Source: an optimization exercise on an open RTL-to-GDS flow (aim: small area). Production flows keep margins and buffers that such runs may drop.
At most, simulation tests tie the RTL to the original design; equivalence was not proved.
Power is estimated from default activity; no workload was simulated. The clock port is modelled as an ideal driver; clocking choices that lean on that would not hold on a real chip.

## ws2812_apb_chain
module ws2812_apb_chain #(
  parameter int NUM_LEDS     = 24,
  parameter int BIT_CYCLES   = 125,
  parameter int T0H_CYCLES   = 40,
  parameter int T1H_CYCLES   = 80,
  parameter int RESET_CYCLES = 6000
) (
  input  logic        PCLK,
  input  logic        PRESET,
  input  logic        PSEL,
  input  logic        PENABLE,
  input  logic        PWRITE,
  input  logic [31:0] PADDR,
  input  logic [31:0] PWDATA,
  output logic [31:0] PRDATA,
  output logic        PREADY,
  output logic        PSLVERR,
  output logic        LED,
  output logic        FRAME_DONE
);
Settings: LEC_CHECK=0, CAP_MARGIN=0, CORE_MARGIN=2, CORE_UTILIZATION=55, PLACE_DENSITY=0.65, SLEW_MARGIN=0; clock period 10.0 ns.
run.sh (not shown) runs the stock make flow with config.mk's settings and CLKGATE_MAP_FILE= SYNTH_SCRIPT=/design/flow/synth_recipe.tcl, a recipe that flattens the netlist after the stock synthesis.
The starting point finished clean.
Next try:
Settings changed: ABC_AREA set to 1.
=> The new run finished clean; core utilization is lower by 1.2 points; setup slack improved by 0.26 ns; cell area decreases by 1.5%; critical path depth is higher by 9; total power rose by 0.30%; non-clock buffer count went down by 63; routed wire length decreases by 1.0%; hold slack gains 0.0054 ns; synthesized area rises by 0.79%.
No run of this note included a check of the RTL's function; only the layout flow was run.


Another version of the RTL of ws2812_apb_chain (not shown whole).
Size in the first run: roughly 1600 cells after synthesis, about 630 flip-flops.
clock: 10.0 ns
lec_check: 0
abc_area: 1
cap_margin: 0
core_margin: 2
core_utilization: 70
place_density: 0.8
slew_margin: 0
standard.sh (not shown) runs the stock make flow with config.mk's settings and CLKGATE_MAP_FILE= SYNTH_SCRIPT=/design/flow/synth_recipe.tcl, a recipe that flattens the netlist after the stock synthesis.
==> flow/flow/run.sh <==
#!/bin/bash
# Standard ORFS layout (the standard.sh) with:
#  - an area-oriented ABC mapping script (synthesis script itself unchanged),
#  - buf_1 port buffers,
#  - clock tree: clkbuf_16 leaves over clusters of up to 32 sinks, no dummy loads.
set -euo pipefail
here=$(pwd)
rm -rf "$here/scripts_mod"
cp -r "$FLOW_HOME/scripts" "$here/scripts_mod"
cp "$here/flow/abc_area.script" "$here/scripts_mod/abc_area.script"
cp "$here/flow/abc_area.script" "$here/scripts_mod/abc_speed.script"
bash standard.sh SCRIPTS_DIR="$here/scripts_mod" \
  BUFFER_PORTS_ARGS="-buffer_cell sky130_fd_sc_hd__buf_1" \
  CTS_ARGS="-sink_clustering_enable -repair_clock_nets -dont_use_dummy_load -sink_clustering_size 40 -sink_clustering_max_diameter 60 -buf_list sky130_fd_sc_hd__clkbuf_16" \
  finish > "$here/make_finish.log" 2>&1
==> flow/flow/abc_area.script <==
strash
&get -n
&st
&dch -f
&nf -R 1000
&put
strash
&get -n
&st
&dch -f
&nf -R 1000
&put
strash
&get -n
&st
&dch -f
&nf -R 1000
&put
topo
The starting point went through all stages and came out clean.
Edit:
--- a/flow/flow/run.sh
+++ b/flow/flow/run.sh
@@ -12,4 +12,4 @@
 bash standard.sh SCRIPTS_DIR="$here/scripts_mod" \
   BUFFER_PORTS_ARGS="-buffer_cell sky130_fd_sc_hd__buf_1" \
-  CTS_ARGS="-sink_clustering_enable -repair_clock_nets -dont_use_dummy_load -sink_clustering_size 40 -sink_clustering_max_diameter 60 -buf_list sky130_fd_sc_hd__clkbuf_16" \
+  CTS_ARGS="-sink_clustering_enable -repair_clock_nets -dont_use_dummy_load -sink_clustering_size 32 -sink_clustering_max_diameter 80 -buf_list sky130_fd_sc_hd__clkbuf_16" \
   finish > "$here/make_finish.log" 2>&1
--- a/flow/flow/abc_area.script
+++ b/flow/flow/abc_area.script
@@ -18,2 +18,5 @@
 &put
 topo
+stime -c
+upsize -c
+dnsize -c
--- a/flow/config.mk
+++ b/flow/config.mk
@@ -9,5 +9,5 @@
 export CAP_MARGIN = 0
 export CORE_MARGIN = 2
-export CORE_UTILIZATION = 70
-export PLACE_DENSITY = 0.8
+export CORE_UTILIZATION = 65
+export PLACE_DENSITY = 0.75
 export SLEW_MARGIN = 0
Effect: The new run finished clean. Wire length decreases by 1.1%. Fmax increases by 0.75%. Total power decreases by 5.5%.


ws2812_apb_chain, a different RTL version from the one above (not shown whole).
For scale: about 1600 cells after synthesis, about 650 flip-flops, roughly 110 I/O pins.
==> flow/config.mk <==
export PLATFORM = sky130hd
export DESIGN_NAME = ws2812_apb_chain
export DESIGN_NICKNAME = ws2812_apb_chain
export VERILOG_FILES = /design/flow/design.v
export SDC_FILE = /design/flow/constraint.sdc
export NUM_CORES = 4
export LEC_CHECK = 0
export ABC_AREA = 1
export CAP_MARGIN = 0
export CORE_MARGIN = 2
export CORE_UTILIZATION = 55
export CTS_BUF_LIST = sky130_fd_sc_hd__clkbuf_16
export CTS_CLUSTER_DIAMETER = 60
export CTS_CLUSTER_SIZE = 24
export PLACE_DENSITY = 0.65
export SLEW_MARGIN = 0
==> flow/constraint.sdc <==
create_clock -name core_clock -period 10.0 [get_ports {PCLK}]
set_input_delay 2.0000 -clock core_clock [delete_from_list [all_inputs] [get_ports {PCLK}]]
set_output_delay 2.0000 -clock core_clock [all_outputs]
set_load 0.01 [all_outputs]
==> flow/flow/run.sh <==
#!/bin/bash
# Standard ORFS layout with an area-oriented ABC mapping script and small
# port buffers. Synthesis is the standard script (synth_recipe.tcl);
# only the ABC script it reads from SCRIPTS_DIR differs.
set -euo pipefail
here=$(pwd)
rm -rf "$here/scripts_mod"
cp -r "$FLOW_HOME/scripts" "$here/scripts_mod"
cp "$here/flow/abc_area.script" "$here/scripts_mod/abc_area.script"
cp "$here/flow/abc_area.script" "$here/scripts_mod/abc_speed.script"
bash standard.sh SCRIPTS_DIR="$here/scripts_mod" \
  BUFFER_PORTS_ARGS="-buffer_cell sky130_fd_sc_hd__buf_1" \
  finish > "$here/make_finish.log" 2>&1
==> flow/flow/abc_area.script <==
strash
&get -n
&st
&dch -f
&nf -R 1000
&put
topo
The baseline passed the timing, design-rule and antenna checks.
==> next run, changes <==
- CORE_UTILIZATION: 55 -> 65
- CTS_CLUSTER_DIAMETER: 60 -> 80
- CTS_CLUSTER_SIZE: 24 -> 32
- PLACE_DENSITY: 0.65 -> 0.75
After rerunning:
- total power is lower by a little under a tenth
- worst setup slack improved by 49 ps
- worst hold slack gets better by 12 ps
- design area goes down by a few percent
- wire length stays flat
- die area went down by about a fifth
- via count rises slightly
- clock skew stays flat
- global-route usage goes up by 4.1 points
- critical path depth falls by 1
==> next run, changes <==
- CORE_UTILIZATION: 65 -> 55
- CTS_BUF_LIST: sky130_fd_sc_hd__clkbuf_16 -> sky130_fd_sc_hd__clkbuf_8
- CTS_CLUSTER_DIAMETER: 80 -> 40
- CTS_CLUSTER_SIZE: 32 -> 16
- PLACE_DENSITY: 0.75 -> 0.65
=> Via count is about the same; cell count went up by 7.9%; total power rises by 18%; cell area rose by 4.7%; worst hold slack got worse by 11 ps.


== run A ==
RTL: one of the versions met above, not the one the previous note started from.
Size in the first run: ~1,700 cells after synthesis, about 630 flip-flops, about 110 I/O pins, about 20,000 um^2 of cells after synthesis.
export LEC_CHECK = 0
export ABC_AREA = 1
export CAP_MARGIN = 0
export CORE_MARGIN = 2
export CORE_UTILIZATION = 65
export PLACE_DENSITY = 0.75
export SLEW_MARGIN = 0
create_clock -name core_clock -period 10.0 [get_ports {PCLK}]
==> flow/flow/run.sh <==
#!/bin/bash
# Standard ORFS layout (the standard.sh) with:
#  - an area-oriented ABC mapping script (synthesis script itself unchanged),
#  - buf_1 port buffers,
#  - clock tree: clkbuf_16 leaves over clusters of up to 32 sinks, no dummy loads.
set -euo pipefail
here=$(pwd)
rm -rf "$here/scripts_mod"
cp -r "$FLOW_HOME/scripts" "$here/scripts_mod"
cp "$here/flow/abc_area.script" "$here/scripts_mod/abc_area.script"
cp "$here/flow/abc_area.script" "$here/scripts_mod/abc_speed.script"
bash standard.sh SCRIPTS_DIR="$here/scripts_mod" \
  BUFFER_PORTS_ARGS="-buffer_cell sky130_fd_sc_hd__buf_1" \
  CTS_ARGS="-sink_clustering_enable -repair_clock_nets -dont_use_dummy_load -sink_clustering_size 32 -sink_clustering_max_diameter 80 -buf_list sky130_fd_sc_hd__clkbuf_16" \
  finish > "$here/make_finish.log" 2>&1
Scripts as last shown in full above: flow/flow/abc_area.script
Run A closes out successfully: all stages finished, all timing, DRC and antenna checks passed.
### run A -> run B
Settings: PLACE_DENSITY now 0.92, was 0.75; CORE_UTILIZATION now 85, was 65.
==> flow/flow/abc_area.script <==
strash
&get -n
&st
&dch -f
&nf -R 1000
&put
strash
&get -n
&st
&dch -f
&nf -R 1000
&put
strash
&get -n
&st
&dch -f
&nf -R 1000
&put
topo
Results
From run A to run B the numbers moved as follows: die area down 7600 um^2; number of tap instances down 105.
On overall power of the completed layout, run B and run A are basically level.
> inputs changed (run B -> run C)
Settings: an added CELL_PAD_IN_SITES_GLOBAL_PLACEMENT of 1; a change of PLACE_DENSITY from 0.92 to 0.75; a change of CORE_UTILIZATION from 85 to 65; an added CELL_PAD_IN_SITES_DETAIL_PLACEMENT of 0.
--- outcome ---
The run showing the greater cell count along the critical path is run C.
From run B to run C the numbers moved as follows: detailed router's first-iteration violation count shows a reduction of 590; cell count of the worst reg-to-reg path shows no meaningful change; initial core utilization shows a reduction of 20 points.
Cell with the largest stage delay on the worst path: sky130_fd_sc_hd__or2_1 -> run B, sky130_fd_sc_hd__or2_0 -> run C
Relative to run B, overall power of the completed layout decreased by about 0.7% in run C.
Growth of design area from synthesis to finish is lower on run B
Input changes introduced in run D (baseline for comparison: run C):
Settings: CORE_UTILIZATION: 65 -> 80; CELL_PAD_IN_SITES_DETAIL_PLACEMENT: 0 -> unset; CELL_PAD_IN_SITES_GLOBAL_PLACEMENT: 1 -> unset; PLACE_DENSITY: 0.75 -> 0.88.
Notes after the runs:
- Changes observed in run D relative to run C: number of buffers added by the clock tree synthesis step has remained practically unchanged, smallest hold slack shrank by 0.0093 ns.
- Half-perimeter wire length after detailed placement of run D exceeds that of run C by a few percent.
- Between run C and run D, the clock power does not differ in any meaningful way.
- Run comparison: run C endpoint of the worst setup timing path PRDATA[18]; run D endpoint of the worst setup timing path PRDATA[22]
- Compare run C and run D | final clock period utilization by the worst path lower: run C
- Die area (run D over run C): decrease, 18%
Modified inputs, run E compared to run D
Settings: a change of CORE_UTILIZATION from 80 to 65; an added GPL_TIMING_DRIVEN of 0; a change of PLACE_DENSITY from 0.88 to 0.75.
--- a/flow/flow/run.sh
+++ b/flow/flow/run.sh
@@ -12,0 +13 @@
+  REMOVE_ABC_BUFFERS=1 \
Findings:
Run E closes out successfully: all stages finished, all timing, DRC and antenna checks passed.
Run D → run E: number of max-slew violations in the final report comparable; non-clock buffer count now smaller; ratio of routed vias to standard cells now smaller; critical path depth now smaller.
Total wire length after detailed routing: higher on run D
Looking at critical path's slowest cell, the sky130_fd_sc_hd__nand2_2 result is from run E; the sky130_fd_sc_hd__a221oi_1 one comes from run D.
Measured against each other, run E and run D differ in cell count, the higher figure coming from run E.
Of run E and run D, it is run E that has the lower first-pass GRT wire length.

[re-timing with driven ports]
No port has a modelled driver above. Below, the same layouts with a new extraction and two added sets of constraints.
Step 1 (the two cells are an assumption about what drives the block):
set clk [get_ports {PCLK}]
set_driving_cell -lib_cell sky130_fd_sc_hd__clkbuf_16 $clk
set_driving_cell -lib_cell sky130_fd_sc_hd__buf_2 [delete_from_list [all_inputs] $clk]
Step 2, shift: input delay + t, output delay - t, t = (earliest + latest rising clock arrival at the registers) / 2. This alone moves slack from input paths to output paths.
Three values: no drivers, after step 1, after step 2; two values: the first two.
run	shift t [ns]	setup WS [ns]	worst setup path after step 2	latest minus earliest clock arrival (ns)	pins driven straight from the clock port
the first run of note 1	0.628	0.538 / 0.506 / 0.506	input to output	0.038 / 0.038	1
the second run of note 1	0.636	0.801 / 0.772 / 0.772	input to output	0.024 / 0.024	1
the first run of note 2	0.571	0.926 / 0.900 / 0.900	input to output	0.062 / 0.062	1
the second run of note 2	0.599	0.994 / 0.968 / 0.968	input to output	0.027 / 0.027	1
the first run of note 3	0.597	0.660 / 0.637 / 0.637	input to output	0.015 / 0.015	1
the second run of note 3	0.615	0.709 / 0.685 / 0.685	input to output	0.021 / 0.021	1
the third run of note 3	0.675	0.611 / 0.589 / 0.589	input to output	0.033 / 0.033	1
run A	0.605	0.927 / 0.905 / 0.905	input to output	0.044 / 0.044	1
run B	0.600	0.427 / 0.404 / 0.404	input to output	0.053 / 0.054	1
run C	0.604	0.607 / 0.585 / 0.585	input to output	0.023 / 0.022	1
run D	0.608	0.590 / 0.569 / 0.569	input to output	0.035 / 0.034	1
run E	0.601	0.412 / 0.390 / 0.390	input to output	0.035 / 0.035	1
After both steps every run listed still meets setup and hold. For the first run of note 1, which loses most, drivers alone change the setup slack by -0.032 ns; drivers and shift together by -0.032 ns.
